Source: an optimization exercise on an open RTL-to-GDS flow (aim: small area, a short achievable clock period and few clock cycles). Production flows keep margins and buffers that such runs may drop.
The RTL was checked by simulation tests, not by an equivalence proof against the original design.
Power figures rest on the tool's default switching activity, not on a simulated workload.

==> design/flow/design.v <==
package pk12_pkg;
  localparam int unsigned HdrLen    = 32;
  localparam int unsigned StoreBase = 22;
  localparam int unsigned StoreEnd  = 30;
  localparam int unsigned MagicLen  = 6;
  localparam logic [1:0] KIND_HEADER = 2'd0;
  localparam logic [1:0] KIND_SAMPLE = 2'd1;
  localparam logic [1:0] KIND_DONE   = 2'd2;
  localparam logic [1:0] KIND_ERROR  = 2'd3;
  localparam logic [1:0] ERR_TRUNCATED = 2'd0;
  localparam logic [1:0] ERR_BAD_MAGIC = 2'd1;
  localparam logic [1:0] ERR_LOOP_MODE = 2'd2;
  localparam logic [1:0] SRC_CODE    = 2'd0;
  localparam logic [1:0] SRC_MARKERS = 2'd1;
  localparam logic [1:0] SRC_DEFAULT = 2'd2;
  localparam logic [7:0] LOOP_ON  = 8'h49;
  localparam logic [7:0] LOOP_OFF = 8'hc9;
  localparam logic [7:0] RATE_CODE_33K = 8'h01;
  localparam logic [7:0] RATE_CODE_50K = 8'h02;
  localparam logic [7:0] RATE_CODE_16K = 8'h03;
  localparam logic [7:0] MARK_MASK   = 8'hfe;
  localparam logic [7:0] MARK_A_33K  = 8'h06;
  localparam logic [7:0] MARK_R_33K  = 8'h52;
  localparam logic [7:0] MARK_A_50K  = 8'h10;
  localparam logic [7:0] MARK_R_50K  = 8'h00;
  localparam logic [7:0] MARK_A_16K  = 8'hf6;
  localparam logic [7:0] MARK_R_16K  = 8'h52;
  localparam logic [15:0] HZ_33K = 16'd33333;
  localparam logic [15:0] HZ_50K = 16'd50000;
  localparam logic [15:0] HZ_16K = 16'd16667;
  typedef struct packed {
    logic [1:0]         kind;
    logic signed [15:0] sample;
    logic [15:0]        rate_hz;
    logic [1:0]         rate_source;
    logic               looped;
    logic [16:0]        attack_len;
    logic [16:0]        repeat_len;
    logic [1:0]         error_code;
    logic               end_of_run;
  } res_t;
  typedef struct packed {
    logic v0;
    logic v1;
  } push_t;
  function automatic logic [7:0] magic_byte(logic [2:0] idx);
    logic [7:0] b;
    case (idx)
      3'd0:    b = 8'h4c;
      3'd1:    b = 8'h4d;
      3'd2:    b = 8'h38;
      3'd3:    b = 8'h39;
      3'd4:    b = 8'h35;
      3'd5:    b = 8'h33;
      default: b = 8'h00;
    endcase
    magic_byte = b;
  endfunction
  function automatic res_t mk_error(logic [1:0] code);
    mk_error = {KIND_ERROR, 16'd0, 16'd0, 2'd0, 1'b0, 17'd0, 17'd0, code, 1'b1};
  endfunction
  function automatic res_t mk_done();
    mk_done = {KIND_DONE, 16'd0, 16'd0, 2'd0, 1'b0, 17'd0, 17'd0, 2'd0, 1'b1};
  endfunction
  function automatic res_t mk_sample(logic [11:0] packed12);
    mk_sample = {KIND_SAMPLE, packed12, 4'b0000, 16'd0, 2'd0, 1'b0, 17'd0, 17'd0, 2'd0, 1'b0};
  endfunction
endpackage
module pk12_parse
(
  input  logic       clk_i,
  input  logic       rst_ni,
  input  logic       fire_i,
  input  logic [7:0] data_i,
  input  logic       last_i,
  output pk12_pkg::push_t      push_o,
  output pk12_pkg::res_t       res0_o,
  output pk12_pkg::res_t       res1_o
);
  localparam logic [1:0] PH_FIRST  = 2'd0;
  localparam logic [1:0] PH_MIDDLE = 2'd1;
  localparam logic [1:0] PH_SECOND = 2'd2;
  localparam logic [5:0] POS_MAGIC_END = 6'(pk12_pkg::MagicLen);
  localparam logic [5:0] POS_BASE      = 6'(pk12_pkg::StoreBase);
  localparam logic [5:0] POS_STORE_END = 6'(pk12_pkg::StoreEnd);
  localparam logic [5:0] POS_LAST_HDR  = 6'(pk12_pkg::HdrLen - 1);
  localparam logic [5:0] POS_PAYLOAD   = 6'(pk12_pkg::HdrLen);
  logic [5:0]  pos_q, pos_d;
  logic        magic_q, magic_d;
  logic [7:0][7:0] store_q;
  logic [7:0][7:0] store_d;
  logic [1:0]  phase_q, phase_d;
  logic [7:0]  first_q, first_d;
  logic [7:0]  mid_q, mid_d;
  logic [17:0] frames_q, frames_d;
  logic        skip_q, skip_d;
  logic [16:0] attack;
  logic [16:0] repeat_n;
  logic [17:0] total;
  logic [5:0]  off;
  logic [7:0]  mark_a;
  logic [7:0]  mark_r;
  logic        emit;
  logic [17:0] frames_nx;
  logic        ended;
  logic        clear;
  pk12_pkg::res_t        hdr;
  pk12_pkg::res_t        r0, r1;
  logic        v0, v1;
  assign attack   = {store_q[4][0], store_q[3], store_q[2]};
  assign repeat_n = {store_q[7][0], store_q[6], store_q[5]};
  assign total    = {1'b0, attack} + {1'b0, repeat_n};
  assign off      = pos_q - POS_BASE;
  assign mark_a   = store_q[4] & pk12_pkg::MARK_MASK;
  assign mark_r   = store_q[7] & pk12_pkg::MARK_MASK;
  always_comb begin
    hdr            = '0;
    hdr.kind       = pk12_pkg::KIND_HEADER;
    hdr.looped     = (store_q[0] == pk12_pkg::LOOP_ON);
    hdr.attack_len = attack;
    hdr.repeat_len = repeat_n;
    if (store_q[1] == pk12_pkg::RATE_CODE_33K) begin
      hdr.rate_hz = pk12_pkg::HZ_33K; hdr.rate_source = pk12_pkg::SRC_CODE;
    end else if (store_q[1] == pk12_pkg::RATE_CODE_50K) begin
      hdr.rate_hz = pk12_pkg::HZ_50K; hdr.rate_source = pk12_pkg::SRC_CODE;
    end else if (store_q[1] == pk12_pkg::RATE_CODE_16K) begin
      hdr.rate_hz = pk12_pkg::HZ_16K; hdr.rate_source = pk12_pkg::SRC_CODE;
    end else if (mark_a == pk12_pkg::MARK_A_33K && mark_r == pk12_pkg::MARK_R_33K) begin
      hdr.rate_hz = pk12_pkg::HZ_33K; hdr.rate_source = pk12_pkg::SRC_MARKERS;
    end else if (mark_a == pk12_pkg::MARK_A_50K && mark_r == pk12_pkg::MARK_R_50K) begin
      hdr.rate_hz = pk12_pkg::HZ_50K; hdr.rate_source = pk12_pkg::SRC_MARKERS;
    end else if (mark_a == pk12_pkg::MARK_A_16K && mark_r == pk12_pkg::MARK_R_16K) begin
      hdr.rate_hz = pk12_pkg::HZ_16K; hdr.rate_source = pk12_pkg::SRC_MARKERS;
    end else begin
      hdr.rate_hz = pk12_pkg::HZ_33K; hdr.rate_source = pk12_pkg::SRC_DEFAULT;
    end
  end
  always_comb begin
    pos_d     = pos_q;
    magic_d   = magic_q;
    store_d   = store_q;
    phase_d   = phase_q;
    first_d   = first_q;
    mid_d     = mid_q;
    frames_d  = frames_q;
    skip_d    = skip_q;
    r0        = '0;
    r1        = '0;
    v0        = 1'b0;
    v1        = 1'b0;
    ended     = 1'b0;
    clear     = 1'b0;
    emit      = 1'b0;
    frames_nx = frames_q;
    if (fire_i) begin
      if (skip_q) begin
        clear = last_i;
      end else if (pos_q != POS_PAYLOAD) begin
        if (pos_q < POS_MAGIC_END && data_i != pk12_pkg::magic_byte(pos_q[2:0])) begin
          magic_d = 1'b0;
        end
        if (pos_q >= POS_BASE && pos_q < POS_STORE_END) begin
          store_d[off[2:0]] = data_i;
        end
        if (pos_q != POS_LAST_HDR) begin
          pos_d = pos_q + 6'd1;
          if (last_i) begin
            r0 = pk12_pkg::mk_error(pk12_pkg::ERR_TRUNCATED); v0 = 1'b1; ended = 1'b1;
          end
        end else if (!magic_q) begin
          r0 = pk12_pkg::mk_error(pk12_pkg::ERR_BAD_MAGIC); v0 = 1'b1; ended = 1'b1;
        end else if (store_q[0] != pk12_pkg::LOOP_ON && store_q[0] != pk12_pkg::LOOP_OFF) begin
          r0 = pk12_pkg::mk_error(pk12_pkg::ERR_LOOP_MODE); v0 = 1'b1; ended = 1'b1;
        end else begin
          r0    = hdr;
          v0    = 1'b1;
          pos_d = POS_PAYLOAD;
          if (total == '0) begin
            r1 = pk12_pkg::mk_done(); v1 = 1'b1; ended = 1'b1;
          end else if (last_i) begin
            r1 = pk12_pkg::mk_error(pk12_pkg::ERR_TRUNCATED); v1 = 1'b1; ended = 1'b1;
          end
        end
      end else begin
        case (phase_q)
          PH_FIRST: begin
            first_d = data_i;
            phase_d = PH_MIDDLE;
          end
          PH_MIDDLE: begin
            mid_d    = data_i;
            r0       = pk12_pkg::mk_sample({first_q, data_i[7:4]});
            v0       = 1'b1;
            frames_d = frames_q + 18'd1;
            phase_d  = PH_SECOND;
          end
          default: begin
            emit      = (frames_q < total);
            frames_nx = frames_q + {17'd0, emit};
            frames_d  = frames_nx;
            phase_d   = PH_FIRST;
            if (emit) begin
              r0 = pk12_pkg::mk_sample({data_i, mid_q[3:0]});
              v0 = 1'b1;
            end
            if (frames_nx >= total) begin
              ended = 1'b1;
              if (emit) begin
                r1 = pk12_pkg::mk_done(); v1 = 1'b1;
              end else begin
                r0 = pk12_pkg::mk_done(); v0 = 1'b1;
              end
            end
          end
        endcase
        if (!ended && last_i) begin
          ended = 1'b1;
          if (v0) begin
            r1 = pk12_pkg::mk_error(pk12_pkg::ERR_TRUNCATED); v1 = 1'b1;
          end else begin
            r0 = pk12_pkg::mk_error(pk12_pkg::ERR_TRUNCATED); v0 = 1'b1;
          end
        end
      end
      if (ended) begin
        if (last_i) clear = 1'b1;
        else        skip_d = 1'b1;
      end
      if (clear) begin
        pos_d    = '0;
        magic_d  = 1'b1;
        store_d  = '0;
        phase_d  = PH_FIRST;
        first_d  = '0;
        mid_d    = '0;
        frames_d = '0;
        skip_d   = 1'b0;
      end
    end
  end
  always_ff @(posedge clk_i or negedge rst_ni) begin
    if (!rst_ni) begin
      pos_q    <= '0;
      magic_q  <= 1'b1;
      store_q  <= '0;
      phase_q  <= PH_FIRST;
      first_q  <= '0;
      mid_q    <= '0;
      frames_q <= '0;
      skip_q   <= 1'b0;
    end else begin
      pos_q    <= pos_d;
      magic_q  <= magic_d;
      store_q  <= store_d;
      phase_q  <= phase_d;
      first_q  <= first_d;
      mid_q    <= mid_d;
      frames_q <= frames_d;
      skip_q   <= skip_d;
    end
  end
  assign push_o.v0 = v0;
  assign push_o.v1 = v1;
  assign res0_o    = r0;
  assign res1_o    = r1;
endmodule
module pk12_out_fifo
(
  input  logic  clk_i,
  input  logic  rst_ni,
  input  pk12_pkg::push_t push_i,
  input  pk12_pkg::res_t  res0_i,
  input  pk12_pkg::res_t  res1_i,
  input  logic  pop_i,
  output logic  room2_o,
  output logic  valid_o,
  output pk12_pkg::res_t  res_o
);
  logic [73:0] mem_q [0:3];   
  logic [1:0] wr_q, wr_d;
  logic [1:0] rd_q, rd_d;
  logic [2:0] cnt_q, cnt_d;
  logic       pop;
  logic [1:0] n_push;
  assign valid_o = (cnt_q != 3'd0);
  assign room2_o = (cnt_q <= 3'd2);
  assign res_o   = mem_q[rd_q];
  assign pop     = pop_i && valid_o;
  assign n_push  = {1'b0, push_i.v0} + {1'b0, push_i.v1};
  always_comb begin
    wr_d  = wr_q + n_push;
    rd_d  = rd_q + {1'b0, pop};
    cnt_d = cnt_q + {1'b0, n_push} - {2'b00, pop};
  end
  always_ff @(posedge clk_i) begin
    if (push_i.v0) mem_q[wr_q] <= res0_i;
    if (push_i.v1) mem_q[wr_q + 2'd1] <= res1_i;
  end
  always_ff @(posedge clk_i or negedge rst_ni) begin
    if (!rst_ni) begin
      wr_q  <= '0;
      rd_q  <= '0;
      cnt_q <= '0;
    end else begin
      wr_q  <= wr_d;
      rd_q  <= rd_d;
      cnt_q <= cnt_d;
    end
  end
endmodule
module packed_12bit_sample_file_decoder
(
  input  logic               clk_i,
  input  logic               rst_ni,
  input  logic               byte_valid_i,
  output logic               byte_ready_o,
  input  logic [7:0]         byte_data_i,
  input  logic               byte_last_i,
  output logic               res_valid_o,
  input  logic               res_ready_i,
  output logic [1:0]         res_kind_o,
  output logic signed [15:0] res_sample_o,
  output logic [15:0]        res_rate_hz_o,
  output logic [1:0]         res_rate_source_o,
  output logic               res_looped_o,
  output logic [16:0]        res_attack_len_o,
  output logic [16:0]        res_repeat_len_o,
  output logic [1:0]         res_error_code_o,
  output logic               res_end_of_run_o
);
  logic  fire;
  logic  room2;
  logic  q_valid;
  pk12_pkg::push_t push;
  pk12_pkg::res_t  res0;
  pk12_pkg::res_t  res1;
  pk12_pkg::res_t  head;
  assign byte_ready_o = room2;
  assign fire         = byte_valid_i && room2;
  pk12_parse u_parse (
    .clk_i  (clk_i),
    .rst_ni (rst_ni),
    .fire_i (fire),
    .data_i (byte_data_i),
    .last_i (byte_last_i),
    .push_o (push),
    .res0_o (res0),
    .res1_o (res1)
  );
  pk12_out_fifo u_out_fifo (
    .clk_i   (clk_i),
    .rst_ni  (rst_ni),
    .push_i  (push),
    .res0_i  (res0),
    .res1_i  (res1),
    .pop_i   (res_ready_i),
    .room2_o (room2),
    .valid_o (q_valid),
    .res_o   (head)
  );
  assign res_valid_o       = q_valid;
  assign res_kind_o        = head.kind;
  assign res_sample_o      = head.sample;
  assign res_rate_hz_o     = head.rate_hz;
  assign res_rate_source_o = head.rate_source;
  assign res_looped_o      = head.looped;
  assign res_attack_len_o  = head.attack_len;
  assign res_repeat_len_o  = head.repeat_len;
  assign res_error_code_o  = head.error_code;
  assign res_end_of_run_o  = head.end_of_run;
endmodule
==> design/flow/run.sh <==
#!/bin/bash
# synth_recipe.tcl (not shown) runs the flow's synth.tcl, then flattens the netlist and writes it again
# the make line also repeats each setting of config.mk as NAME=value (left out here)
make -C /OpenROAD-flow-scripts/flow DESIGN_CONFIG=/design/flow/config.mk WORK_HOME=/design/flow/orfs CLKGATE_MAP_FILE= SYNTH_SCRIPT=/design/flow/synth_recipe.tcl finish
==> design/flow/config.mk <==
export PLATFORM = sky130hd
export DESIGN_NAME = packed_12bit_sample_file_decoder
export DESIGN_NICKNAME = packed_12bit_sample_file_decoder
export VERILOG_FILES = /design/flow/design.v
export SDC_FILE = /design/flow/constraint.sdc
export NUM_CORES = 4
export LEC_CHECK = 0
export CAP_MARGIN = 20
export CORE_MARGIN = 2
export CORE_UTILIZATION = 40
export SLEW_MARGIN = 20
==> design/flow/constraint.sdc <==
create_clock -name core_clock -period 8.5 [get_ports {clk_i}]
set_input_delay 1.7000 -clock core_clock [delete_from_list [all_inputs] [get_ports {clk_i}]]
set_output_delay 1.7000 -clock core_clock [all_outputs]
set_load 0.01 [all_outputs]
==> flow_summary.yaml <==
routing:
  wl_um: 48820
  route.detailed.wl_per_inst_um: 20.65
  drt_first_iter_violations: 972
  viasPerCell: 5.847
  route.antenna.remaining_nets: 0
  detail_route.first_pass.iterations: 5
  route.detailed.drc: 0
  via_count: 13820
floorplan:
  core_outline_area_sq_mm: 0.04336
  die_y_um: 214.1
  start_util: 0.4071
  floorplan.io_pins: 89
  die_area_sq_mm: 0.04583
  number_of_core_rows: 76
  die_w_um: 214.1
cts:
  tritoncts_clock_tree: "built"
  cts.sink_count: 351
  ctsLongestPathBuffers: 3
  cts_root_buffer: "clkbuf_16"
  cts_buffers: 40
  holdBufCountCts: 0
  clkSlewWorstSetupHoldPaths_ns: 0.06
  total_number_of_h_tree_levels: 2
  clock_latency_ns: 0.56
grt:
  pin_count_of_the_biggest_net_entering_global_routing: 95
  grt_util_met2: 0.3489
  initial_antenna_violation_count: 0
  use_met3: 0.02355
  gr-max-usage-layer: "met2"
  globalRouteTotalUtil: 0.2106
  first_global_vias: 13770
  globalRoute.totalOverflow: 0
  global_route_wire_length_before_repair_um: 77960
  grtUsageMet1: 0.2901
setup_path:
  criticalPathCategory: "flop to flop"
  timing.rr.end: "u_out_fifo.cnt_q[2]"
  worst-r2r-cell-count: 37
  critical_path.most_common_cell: "ha_1"
  cp_data_required_time_ns: 8.93
  reg_to_reg_slack_setup_ns: 0.48
  worst_path_largest_cell_delay_ns: 0.43
  crit_path_max_delay_family: "compound AO/OA/AOI/OAI gates"
  worstPathBufferInverterCount: 2
  critical_path.max_fanout: 5
  rr_startpoint: "u_parse.store_q[40]"
  slowest_stage: "fa_1"
  start_kind: "flop"
  critPathCaptureType: "flop"
  arrival_ns: 8.45
placed_design:
  globalplace.congestion: 0.9079
  placed_instances: 2289
  dpl.hpwl_um: 32310
  placement.io_buffers: 79
timing:
  max_slew.worst_pin.slew_ns: 1.149
  finalClockSkew_ns: 0.01256
  layout_min_cycle_time_ns: 8.020
  final-setup-viol-count: 0
  unrepaired_setup_endpoints_after_global_routing: "false"
  clock.fmax_mhz: 124.7
  timing.final.crit_share: 0.9435
  fin_worst_hold_slack_ns: 0.4603
  report.final.slew_viol_count: 0
  timing.max_slew.rel_slack: 0.2283
  hold_viol: 0
cells_and_area:
  layout.cells.most_common: "dfxtp_1"
  layout.cells.most_common_list: "dfxtp_1, nor2_1, nand2_1"
  num-nets-final: 1832
  syn2layout_area_growth_pct: 14.81
  drive_gt1_frac: 0.1355
  final_non_filler_cell_total: 2364
  insertedDiodeCount: 0
min_path:
  holdPathStages: 1
  holdPathEnd: "u_out_fifo.mem_q[1][12]"
  hp-start: "u_out_fifo.mem_q[1][12]"
  path_type_of_the_worst_min_delay_path: "flop to flop"
power_and_ir_drop:
  irDropWorstVdd_mv: 0.3355
  leakage_uw: 0.007828
  ratio_of_total_power_to_cell_area_mw_per_mm2: 282.2
synthesis:
  synthDistinctLibCells: 82
  ys.flop_type: "dfxtp_1"
  synthArstFlopShare: 0.3162
  synthesis_warnings: 2
  ys_top_cells_by_area: "dfxtp_1, dfrtp_1, mux4_2, a22o_1, ha_1"
  synth_cells: 1726
  synth.ff_latch_count: 351
  yosysTopAreaCell: "dfxtp_1"
  top_cell_type_s_share_of_synthesized_area: 0.2631
  post_synth_instance_area_sq_mm: 0.01765
  synth_enable_flop_cells: 8
  synth.yosys.seq_area_share: 0.4341
  syn-mean-instance-area_sq_um: 10.23
flow_run:
  max-cap-violations: 0
outcome:
  status: "finished clean"
## worst register-to-register path, delay by kind of cell, from the launching register on
family	cells	cell delay [ns]
and+or+nand+nor	9	1.55
buffers and inverters	2	0.28
DFF	1	0.40
adders and majority gates	8	2.36
xor gates and xnor gates	3	0.54
AOI/OAI and AO/OA	15	2.78
## through the flow
step | setup WS, ns | power, uW | setup TNS [ns] | instance area [sq um] | util
2_1_floorplan | 0.4502 | 3345 | 0 | 17680 | -
3_3_place_gp | 0.2250 | 3979 | 0 | 18830 | 0.4343
3_5_place_dp | -0.09491 | 4017 | -0.09491 | 18830 | 0.4343
4_1_cts | 0.02384 | 5776 | 0 | 20200 | 0.4658
5_1_grt | 0.002492 | 6003 | 0 | 20270 | 0.4675
6_report | 0.4800 | 5720 | 0 | 20270 | 0.4675
## state kept, by name, summed over array words and instances (netlist names)
signal            flops
u_out_fifo.cnt_q      3
u_parse.pos_q         6
u_out_fifo.rd_q       2
u_out_fifo.wr_q       2
u_out_fifo.mem_q    240
u_parse.first_q       8
u_parse.magic_q       1
u_parse.skip_q        1
u_parse.frames_q     18
u_parse.mid_q         4
u_parse.phase_q       2
u_parse.store_q      64
## power by group
part           internal, uW  switching (uW)  total (uW)
registers              1950             188        2140
clock network          1050             695        1750
logic                   891             944        1840
## layout make-up
class	count	area, sq um
clock inverter	10	92.59
multi-input combinational	1208	9265
tap	585	732.0
clock buffer	63	1261
fill	4081	23090
timing repair buffer	114	1126
sequential	351	7669
inverter	33	123.9
## logic make-up after synthesis
| kind of cell | synth area share |
|---|---|
| fa+ha+maj | 0.05117 |
| simple gates | 0.1296 |
| buf+inv | 0.04763 |
| mux | 0.08958 |
| flops | 0.4341 |
| xor+xnor | 0.01729 |
| compound gates | 0.2305 |
| other cells | 0.0002124 |
## what timing repair did
| item | in CTS | in global routing |
|---|---|---|
| cloned | 0 | 0 |
| buffers inserted | 0 | 2 |
| endpoints found under the setup margin | 1 | 160 |
| pin swaps | 0 | 3 |
| resized for setup | 2 | 12 |
## routing by layer
metal,vias to the layer above,share of wire
met5,-,0
met1,6908,0.47
met4,0,0.024
met2,335,0.47
met3,72,0.039
li1,6508,-
## cells in the mapped netlist, drive strengths merged, types with 8 or more instances
master	n
dfrtp	110
a22o	110
or2	11
edfxtp	8
inv	33
o21ai	84
a31oi	14
nand3	26
nand4	21
nand2	144
and3	13
xor2	12
nor3	29
xnor2	22
and2	19
buf	75
nor2	180
dfxtp	232
a21oi	50
mux2i	23
nor4	8
clkbuf	67
a211oi	110
ha	69
o2bb2ai	84
mux4	60
nor2b	8
## how the worst max path moves through the flow
stage	startpoint	endpoint	cells past startpoint
5_1_grt	u_parse.store_q[40]	u_out_fifo.cnt_q[2]	38
3_3_place_gp	u_parse.store_q[40]	u_out_fifo.cnt_q[2]	36
4_1_cts	u_parse.store_q[40]	u_out_fifo.cnt_q[2]	36
2_1_floorplan	u_parse.store_q[40]	u_out_fifo.cnt_q[2]	37
6_report	u_parse.store_q[40]	u_out_fifo.cnt_q[2]	37
3_5_place_dp	u_parse.store_q[40]	u_out_fifo.cnt_q[2]	36
Testbench counts, summed over its fixed seeds: cycles 40,446.

-- afterwards: timing with drivers on the ports --
The flow's constraints put no driver on any port. The routed layout listed below was extracted and timed again, unchanged, in two steps.
Step 1, drivers: a clkbuf_16 drives clk_i and a buf_2 each remaining input, both assumed.
Step 2 moves the port delays by t, midway between the first and last clock arrival at a register: inputs arrive t later, outputs are due t later. That takes back most of the time a late clock gives input paths.
Three values: ideal, step 1, step 2; two values: the first two.
shift t [ns]: 0.603
setup WS [ns]: 0.480 / 0.480 / 0.480
worst setup path at the end: register to register
After both steps setup and hold are still met in this run. For this run, drivers alone change the setup slack by 0.000 ns; drivers and shift together by 0.000 ns.
